Source: an optimization exercise on an open RTL-to-GDS flow (aim: small area). Production flows keep margins and buffers that such runs may drop. In this exercise RTL edits were held to simulation tests only and were not proved equivalent to the original.

==> willow <==
==> flow/design.v (excerpt) <==
module pipeTop
(
	input  logic        CLK,
	input  logic        RSTB,
	input  logic        PSEL,
	input  logic        PENABLE,
	input  logic        PWRITE,
	input  logic [11:0] PADDR,
	input  logic [31:0] PWDATA,
	output logic [31:0] PRDATA,
	output logic        PREADY,
	output logic        PSLVERR
);
==> module apbHostPort, before the edit <==
module apbHostPort
(
	input  logic        CLK,
	input  logic        PSEL,
	input  logic        PWRITE,
	input  logic [11:0] PADDR,
	input  logic [31:0] PWDATA,
	input  logic [5:0]  ph,
	input  logic        running,
	input  logic        pcDone,
	input  logic [1:0]  rfBits,
	output logic [31:0] PRDATA,
	output logic        PREADY,
	output logic        PSLVERR,
	output logic        regWe,
	output logic [1:0]  regWdata,
	output logic        imemWe,
	output logic        runStart
);
	logic       inImem;
	logic       inReg;
	logic       isCtrl;
	logic       isPc;
	logic       imemHit;
	logic       rdy;
	logic       done;
	logic       turn;
	logic [2:0] bph;
	logic [7:0] rdq [2];
	logic [1:0] rdIn;
	assign bph = ph[2:0];
	assign inImem = PADDR[11:8] == 4'h0;
	assign inReg  = PADDR[11:6] == 6'b000100;
	assign isCtrl = PADDR[11:2] == 10'h080;
	assign isPc   = PADDR[11:2] == 10'h081;
	assign PSLVERR = ~(inImem | inReg | isCtrl | (isPc & ~PWRITE));
	assign imemHit = ph[3:0] == {PADDR[2], PADDR[7:5]};
	always_comb
	begin
		if (PWRITE)
		begin
			if (inReg)
				rdy = (bph == 3'd7) & turn;
			else if (inImem)
				rdy = imemHit;
			else
				rdy = 1'b1;
		end
		else
			rdy = (bph == 3'd0) & turn;
	end
	assign PREADY = rdy;
	assign done   = PSEL & rdy;
	always_ff @(posedge CLK)
		turn <= PSEL & ~done & (turn | (bph == 3'd0));
	assign regWe    = PSEL & PWRITE & inReg;
	assign regWdata = PWDATA[2 * bph +: 2];
	assign imemWe   = done & PWRITE & inImem;
	assign runStart = done & PWRITE & isCtrl & PWDATA[0] & ~running;
	assign rdIn[0] = inReg ? rfBits[0]
		: (isCtrl & running & (bph == 3'd0)) | (isPc & pcDone & (bph == 3'd3));
	assign rdIn[1] = inReg & rfBits[1];
	for (genvar l = 0; l < 2; l++) begin : lane
		always_ff @(posedge CLK)
			rdq[l] <= {rdIn[l], rdq[l][7:1]};
		for (genvar k = 0; k < 8; k++) begin : bitk
			assign PRDATA[2 * k + l] = rdq[l][k];
		end
	end
	assign PRDATA[31:16] = '0;
endmodule
==> module pipeTop, before the edit <==
module pipeTop
(
	input  logic        CLK,
	input  logic        RSTB,
	input  logic        PSEL,
	input  logic        PENABLE,
	input  logic        PWRITE,
	input  logic [11:0] PADDR,
	input  logic [31:0] PWDATA,
	output logic [31:0] PRDATA,
	output logic        PREADY,
	output logic        PSLVERR
);
	logic [5:0]      ph;
	logic [3:0]      slotHi;
	logic [1:0]      wrPoint;
	logic            running;
	logic            pcDone;
	logic            runStart;
	logic            runEnd;
	logic            execOn;
	logic            regWe;
	logic [1:0]      regWdata;
	logic            imemWe;
	logic [3:0]      imemPointWe;
	pipePkg::sInstrT imemWdata;
	pipePkg::sInstrT tapInstr;
	pipePkg::sInstrT nextInstr;
	pipePkg::sInstrT nextInstrD;
	pipePkg::sInstrT curInstr;
	logic [1:0]      rfBits;
	logic [1:0]      sum;
	logic            rfWe;
	logic [3:0]      rfRdIdx;
	logic [3:0]      rfWrIdx;
	logic [1:0]      rfWbits;
	always_ff @(posedge CLK or negedge RSTB)
	begin
		if (!RSTB)
			ph <= '0;
		else
			ph <= ph + 6'd1;
	end
	always_ff @(posedge CLK)
	begin
		if (runStart)
			slotHi <= 4'd15;
		else if (ph == 6'd63)
			slotHi <= slotHi + 4'd1;
	end
	assign runEnd = running & slotHi[3] & ~slotHi[0] & (ph == 6'd7);
	assign execOn = running & (slotHi != 4'd15) & ((slotHi != 4'd0) | (ph[5:3] != 3'd0));
	always_ff @(posedge CLK or negedge RSTB)
	begin
		if (!RSTB)
		begin
			running <= 1'b0;
			pcDone  <= 1'b0;
		end
		else
		begin
			if (runStart)
				running <= 1'b1;
			else if (runEnd)
				running <= 1'b0;
			if (runEnd)
				pcDone <= 1'b1;
		end
	end
	apbHostPort u_apbHostPort (
		.CLK, .PSEL, .PWRITE, .PADDR, .PWDATA,
		.ph, .running, .pcDone, .rfBits,
		.PRDATA, .PREADY, .PSLVERR,
		.regWe, .regWdata, .imemWe, .runStart
	);
	subtractStage u_subtractStage (.word(PWDATA), .sInstr(imemWdata));
	assign wrPoint = ph[5:4] - PADDR[4:3];
	for (genvar k = 0; k < 4; k++) begin : pwe
		assign imemPointWe[k] = imemWe & (wrPoint == 2'(k));
	end
	instrFetch u_instrFetch (
		.CLK, .wrPointEn(imemPointWe), .wrData(imemWdata), .rdData(tapInstr)
	);
	assign nextInstrD = (ph[2:0] == slotHi[2:0]) ? tapInstr : nextInstr;
	always_ff @(posedge CLK)
	begin
		nextInstr <= nextInstrD;
		if (ph[2:0] == 3'd7)
			curInstr <= nextInstrD;
	end
	addStage u_addStage (
		.CLK, .op(curInstr[9:8]), .bph(ph[2:0]), .x(rfBits), .sum
	);
	assign rfRdIdx = running ? curInstr[3:0] : PADDR[5:2];
	assign rfWrIdx = running ? curInstr[7:4] : PADDR[5:2];
	assign rfWe    = running ? execOn : regWe;
	assign rfWbits = running ? sum : regWdata;
	decodeRegFile u_decodeRegFile (
		.CLK, .rdIdx(rfRdIdx), .we(rfWe), .wrIdx(rfWrIdx), .wrBits(rfWbits), .rdBits(rfBits)
	);
endmodule
Settings: LEC_CHECK=0, ABC_AREA=1, CAP_MARGIN=20, CORE_MARGIN=2, CORE_UTILIZATION=55, SLEW_MARGIN=20; clock period 5.0 ns.
standard.sh (not shown) runs the stock make flow with config.mk's settings and CLKGATE_MAP_FILE= SYNTH_SCRIPT=/design/flow/synth_recipe.tcl, a recipe that flattens the netlist after the stock synthesis.
==> flow/flow/run.sh <==
#!/bin/bash
# The standard layout with three changes:
#  - after the standard synthesis, the gates between the registers are
#    re-mapped by Yosys/ABC for area (registers untouched, see remap.ys);
#  - clock tree synthesis without dummy loads;
#  - port buffers of the smallest buffer.
# Each tool's output goes to its own log in this folder.
set -euo pipefail
export CTS_ARGS="-sink_clustering_enable -repair_clock_nets -dont_use_dummy_load $(cat flow/cts_args.txt)"
export BUFFER_PORTS_ARGS="-buffer_cell sky130_fd_sc_hd__buf_1"
export SKIP_REPAIR_TIE_FANOUT=1
R=orfs/results/${FLOW_PLATFORM}/pipeTop/base
LIB=${FLOW_HOME}/platforms/${FLOW_PLATFORM}/lib/sky130_fd_sc_hd__tt_025C_1v80.lib
YOSYS=yosys
if [[ -x ${FLOW_HOME}/../tools/install/yosys/bin/yosys ]]; then YOSYS=${FLOW_HOME}/../tools/install/yosys/bin/yosys; fi
bash standard.sh synth > standard_synth.log 2>&1
cp $R/1_2_yosys.v standard_netlist.v
sed -e "s|@LIB@|$LIB|g" -e "s|@IN@|$PWD/standard_netlist.v|" -e "s|@OUT@|$PWD/remapped.v|" flow/remap.ys > remap_run.ys
$YOSYS -q -s remap_run.ys -l remap_yosys.log > /dev/null 2>&1
cp remapped.v $R/1_2_yosys.v
rm -f $R/1_synth.odb $R/1_synth.sdc
bash standard.sh > standard_flow.log 2>&1
==> flow/flow/cts_args.txt <==
-buf_list sky130_fd_sc_hd__clkbuf_8 -sink_clustering_size 24 -sink_clustering_max_diameter 45
==> flow/flow/remap.ys <==
# Re-map the combinational logic of the standard synthesis netlist for area.
# Flip-flop cells stay as they are (kept as black boxes), so every register
# keeps its name and cell type; only the gates between them are re-mapped.
read_liberty -ignore_miss_func @LIB@
blackbox sky130_fd_sc_hd__dfxtp_1 sky130_fd_sc_hd__edfxtp_1 sky130_fd_sc_hd__dfrtp_1 sky130_fd_sc_hd__dfstp_1 sky130_fd_sc_hd__dfxbp_1 sky130_fd_sc_hd__dfrbp_1
read_verilog @IN@
hierarchy -top pipeTop
flatten
opt -purge
abc -liberty @LIB@ -dont_use sky130_fd_sc_hd__lpflow_bleeder_1 -dont_use sky130_fd_sc_hd__lpflow_clkbufkapwr_1 -dont_use sky130_fd_sc_hd__lpflow_clkbufkapwr_16 -dont_use sky130_fd_sc_hd__lpflow_clkbufkapwr_2 -dont_use sky130_fd_sc_hd__lpflow_clkbufkapwr_4 -dont_use sky130_fd_sc_hd__lpflow_clkbufkapwr_8 -dont_use sky130_fd_sc_hd__lpflow_clkinvkapwr_1 -dont_use sky130_fd_sc_hd__lpflow_clkinvkapwr_16 -dont_use sky130_fd_sc_hd__lpflow_clkinvkapwr_2 -dont_use sky130_fd_sc_hd__lpflow_clkinvkapwr_4 -dont_use sky130_fd_sc_hd__lpflow_clkinvkapwr_8 -dont_use sky130_fd_sc_hd__lpflow_decapkapwr_12 -dont_use sky130_fd_sc_hd__lpflow_decapkapwr_3 -dont_use sky130_fd_sc_hd__lpflow_decapkapwr_4 -dont_use sky130_fd_sc_hd__lpflow_decapkapwr_6 -dont_use sky130_fd_sc_hd__lpflow_decapkapwr_8 -dont_use sky130_fd_sc_hd__lpflow_inputiso0n_1 -dont_use sky130_fd_sc_hd__lpflow_inputiso0p_1 -dont_use sky130_fd_sc_hd__lpflow_inputiso1n_1 -dont_use sky130_fd_sc_hd__lpflow_inputiso1p_1 -dont_use sky130_fd_sc_hd__lpflow_inputisolatch_1 -dont_use sky130_fd_sc_hd__lpflow_isobufsrc_1 -dont_use sky130_fd_sc_hd__lpflow_isobufsrc_16 -dont_use sky130_fd_sc_hd__lpflow_isobufsrc_2 -dont_use sky130_fd_sc_hd__lpflow_isobufsrc_4 -dont_use sky130_fd_sc_hd__lpflow_isobufsrc_8 -dont_use sky130_fd_sc_hd__lpflow_isobufsrckapwr_16 -dont_use sky130_fd_sc_hd__lpflow_lsbuf_lh_hl_isowell_tap_1 -dont_use sky130_fd_sc_hd__lpflow_lsbuf_lh_hl_isowell_tap_2 -dont_use sky130_fd_sc_hd__lpflow_lsbuf_lh_hl_isowell_tap_4 -dont_use sky130_fd_sc_hd__lpflow_lsbuf_lh_isowell_4 -dont_use sky130_fd_sc_hd__lpflow_lsbuf_lh_isowell_tap_1 -dont_use sky130_fd_sc_hd__lpflow_lsbuf_lh_isowell_tap_2 -dont_use sky130_fd_sc_hd__lpflow_lsbuf_lh_isowell_tap_4 -dont_use sky130_fd_sc_hd__probe_p_8 -dont_use sky130_fd_sc_hd__probec_p_8  -script "+strash;dch;map -a;"
opt_clean -purge
hilomap -singleton -hicell sky130_fd_sc_hd__conb_1 HI -locell sky130_fd_sc_hd__conb_1 LO
opt_clean -purge

opt_clean -purge
stat -liberty @LIB@
write_verilog -noattr -noexpr -nohex -nodec @OUT@
==> inputs of quartz, as changes to willow <==
--- a/flow/design.v
+++ b/flow/design.v
@@ -8,6 +8,7 @@
 (
 	input  logic        CLK,
 	input  logic        PSEL,
+	input  logic        PENABLE,
 	input  logic        PWRITE,
 	input  logic [11:0] PADDR,
 	input  logic [31:0] PWDATA,
@@ -56,7 +57,7 @@
 			rdy = (bph == 3'd0) & turn;
 	end
 	assign PREADY = rdy;
-	assign done   = PSEL & rdy;
+	assign done   = PSEL & PENABLE & rdy;
 	always_ff @(posedge CLK)
 		turn <= PSEL & ~done & (turn | (bph == 3'd0));
 	assign regWe    = PSEL & PWRITE & inReg;
@@ -215,7 +216,7 @@
 		end
 	end
 	apbHostPort u_apbHostPort (
-		.CLK, .PSEL, .PWRITE, .PADDR, .PWDATA,
+		.CLK, .PSEL, .PENABLE, .PWRITE, .PADDR, .PWDATA,
 		.ph, .running, .pcDone, .rfBits,
 		.PRDATA, .PREADY, .PSLVERR,
 		.regWe, .regWdata, .imemWe, .runStart
--- a/flow/flow/run.sh
+++ b/flow/flow/run.sh
@@ -8,7 +8,6 @@
 set -euo pipefail
 export CTS_ARGS="-sink_clustering_enable -repair_clock_nets -dont_use_dummy_load $(cat flow/cts_args.txt)"
 export BUFFER_PORTS_ARGS="-buffer_cell sky130_fd_sc_hd__buf_1"
-export SKIP_REPAIR_TIE_FANOUT=1
 R=orfs/results/${FLOW_PLATFORM}/pipeTop/base
 LIB=${FLOW_HOME}/platforms/${FLOW_PLATFORM}/lib/sky130_fd_sc_hd__tt_025C_1v80.lib
 YOSYS=yosys
==> flow/flow/cts_args.txt (replaced) <==
-buf_list sky130_fd_sc_hd__clkbuf_8 -sink_clustering_size 20 -sink_clustering_max_diameter 60
--- a/flow/flow/remap.ys
+++ b/flow/flow/remap.ys
@@ -10,8 +10,7 @@
 abc -liberty @LIB@ -dont_use sky130_fd_sc_hd__lpflow_bleeder_1 -dont_use sky130_fd_sc_hd__lpflow_clkbufkapwr_1 -dont_use sky130_fd_sc_hd__lpflow_clkbufkapwr_16 -dont_use sky130_fd_sc_hd__lpflow_clkbufkapwr_2 -dont_use sky130_fd_sc_hd__lpflow_clkbufkapwr_4 -dont_use sky130_fd_sc_hd__lpflow_clkbufkapwr_8 -dont_use sky130_fd_sc_hd__lpflow_clkinvkapwr_1 -dont_use sky130_fd_sc_hd__lpflow_clkinvkapwr_16 -dont_use sky130_fd_sc_hd__lpflow_clkinvkapwr_2 -dont_use sky130_fd_sc_hd__lpflow_clkinvkapwr_4 -dont_use sky130_fd_sc_hd__lpflow_clkinvkapwr_8 -dont_use sky130_fd_sc_hd__lpflow_decapkapwr_12 -dont_use sky130_fd_sc_hd__lpflow_decapkapwr_3 -dont_use sky130_fd_sc_hd__lpflow_decapkapwr_4 -dont_use sky130_fd_sc_hd__lpflow_decapkapwr_6 -dont_use sky130_fd_sc_hd__lpflow_decapkapwr_8 -dont_use sky130_fd_sc_hd__lpflow_inputiso0n_1 -dont_use sky130_fd_sc_hd__lpflow_inputiso0p_1 -dont_use sky130_fd_sc_hd__lpflow_inputiso1n_1 -dont_use sky130_fd_sc_hd__lpflow_inputiso1p_1 -dont_use sky130_fd_sc_hd__lpflow_inputisolatch_1 -dont_use sky130_fd_sc_hd__lpflow_isobufsrc_1 -dont_use sky130_fd_sc_hd__lpflow_isobufsrc_16 -dont_use sky130_fd_sc_hd__lpflow_isobufsrc_2 -dont_use sky130_fd_sc_hd__lpflow_isobufsrc_4 -dont_use sky130_fd_sc_hd__lpflow_isobufsrc_8 -dont_use sky130_fd_sc_hd__lpflow_isobufsrckapwr_16 -dont_use sky130_fd_sc_hd__lpflow_lsbuf_lh_hl_isowell_tap_1 -dont_use sky130_fd_sc_hd__lpflow_lsbuf_lh_hl_isowell_tap_2 -dont_use sky130_fd_sc_hd__lpflow_lsbuf_lh_hl_isowell_tap_4 -dont_use sky130_fd_sc_hd__lpflow_lsbuf_lh_isowell_4 -dont_use sky130_fd_sc_hd__lpflow_lsbuf_lh_isowell_tap_1 -dont_use sky130_fd_sc_hd__lpflow_lsbuf_lh_isowell_tap_2 -dont_use sky130_fd_sc_hd__lpflow_lsbuf_lh_isowell_tap_4 -dont_use sky130_fd_sc_hd__probe_p_8 -dont_use sky130_fd_sc_hd__probec_p_8  -script "+strash;dch;map -a;"
 opt_clean -purge
 hilomap -singleton -hicell sky130_fd_sc_hd__conb_1 HI -locell sky130_fd_sc_hd__conb_1 LO
-opt_clean -purge
-
+insbuf -buf sky130_fd_sc_hd__buf_4 A X
 opt_clean -purge
 stat -liberty @LIB@
 write_verilog -noattr -noexpr -nohex -nodec @OUT@
CORE_UTILIZATION = 40   (was 55)
==> results.json <==
{
  "status": "timing/DRC/antenna clean",
  "power.density_mw_per_mm2": 459,
  "num_vias": 9059,
  "finClkSkew_ns": 0.138,
  "reg2reg_setup_slack_ns": 1.08,
  "clk_share_pct": 3.28,
  "ir_worst_vdd_v": 0.000208,
  "routed_wl_um": 29000
}
That was quartz.
==> results.json <==
{
  "status": "timing/DRC/antenna clean",
  "power.density_mw_per_mm2": 468,
  "finClkSkew_ns": 0.0860,
  "clk_share_pct": 3.50,
  "routed_wl_um": 28300,
  "reg2reg_setup_slack_ns": 1.42,
  "ir_worst_vdd_v": 0.000361,
  "hp-start": "u_instrFetch.ring[9][23]"
}
That was willow.

-- re-timing with driven ports --
How much do the figures lean on ideal ports? The routed layouts below were timed once more, with nothing changed but the port constraints. Step 1 assumes that a clkbuf_16 drives the clock port and a buf_2 every other input. Step 2 times the ports against the registers' clock, not the clock port: input delays grow and output delays shrink by t, the midpoint of the rising clock arrivals with the driver on. Slacks: ideal / step 1 / step 2; pairs: ideal / step 1.
run	shift t [ns]	setup WS [ns]	hold slack, ns	worst register clock-pin slew, ns	worst data-port slew with drivers (ns)
willow	0.682	0.951 / 0.904 / 0.818	0.251 / 0.251 / 0.251	0.13 / 0.13	0.08
quartz	0.668	1.080 / 1.080 / 0.725	0.183 / 0.183 / 0.183	0.12 / 0.12	0.06
After both steps every run listed still meets setup and hold. For quartz, which loses most, drivers alone change the setup slack by 0.000 ns; drivers and shift together by -0.355 ns.
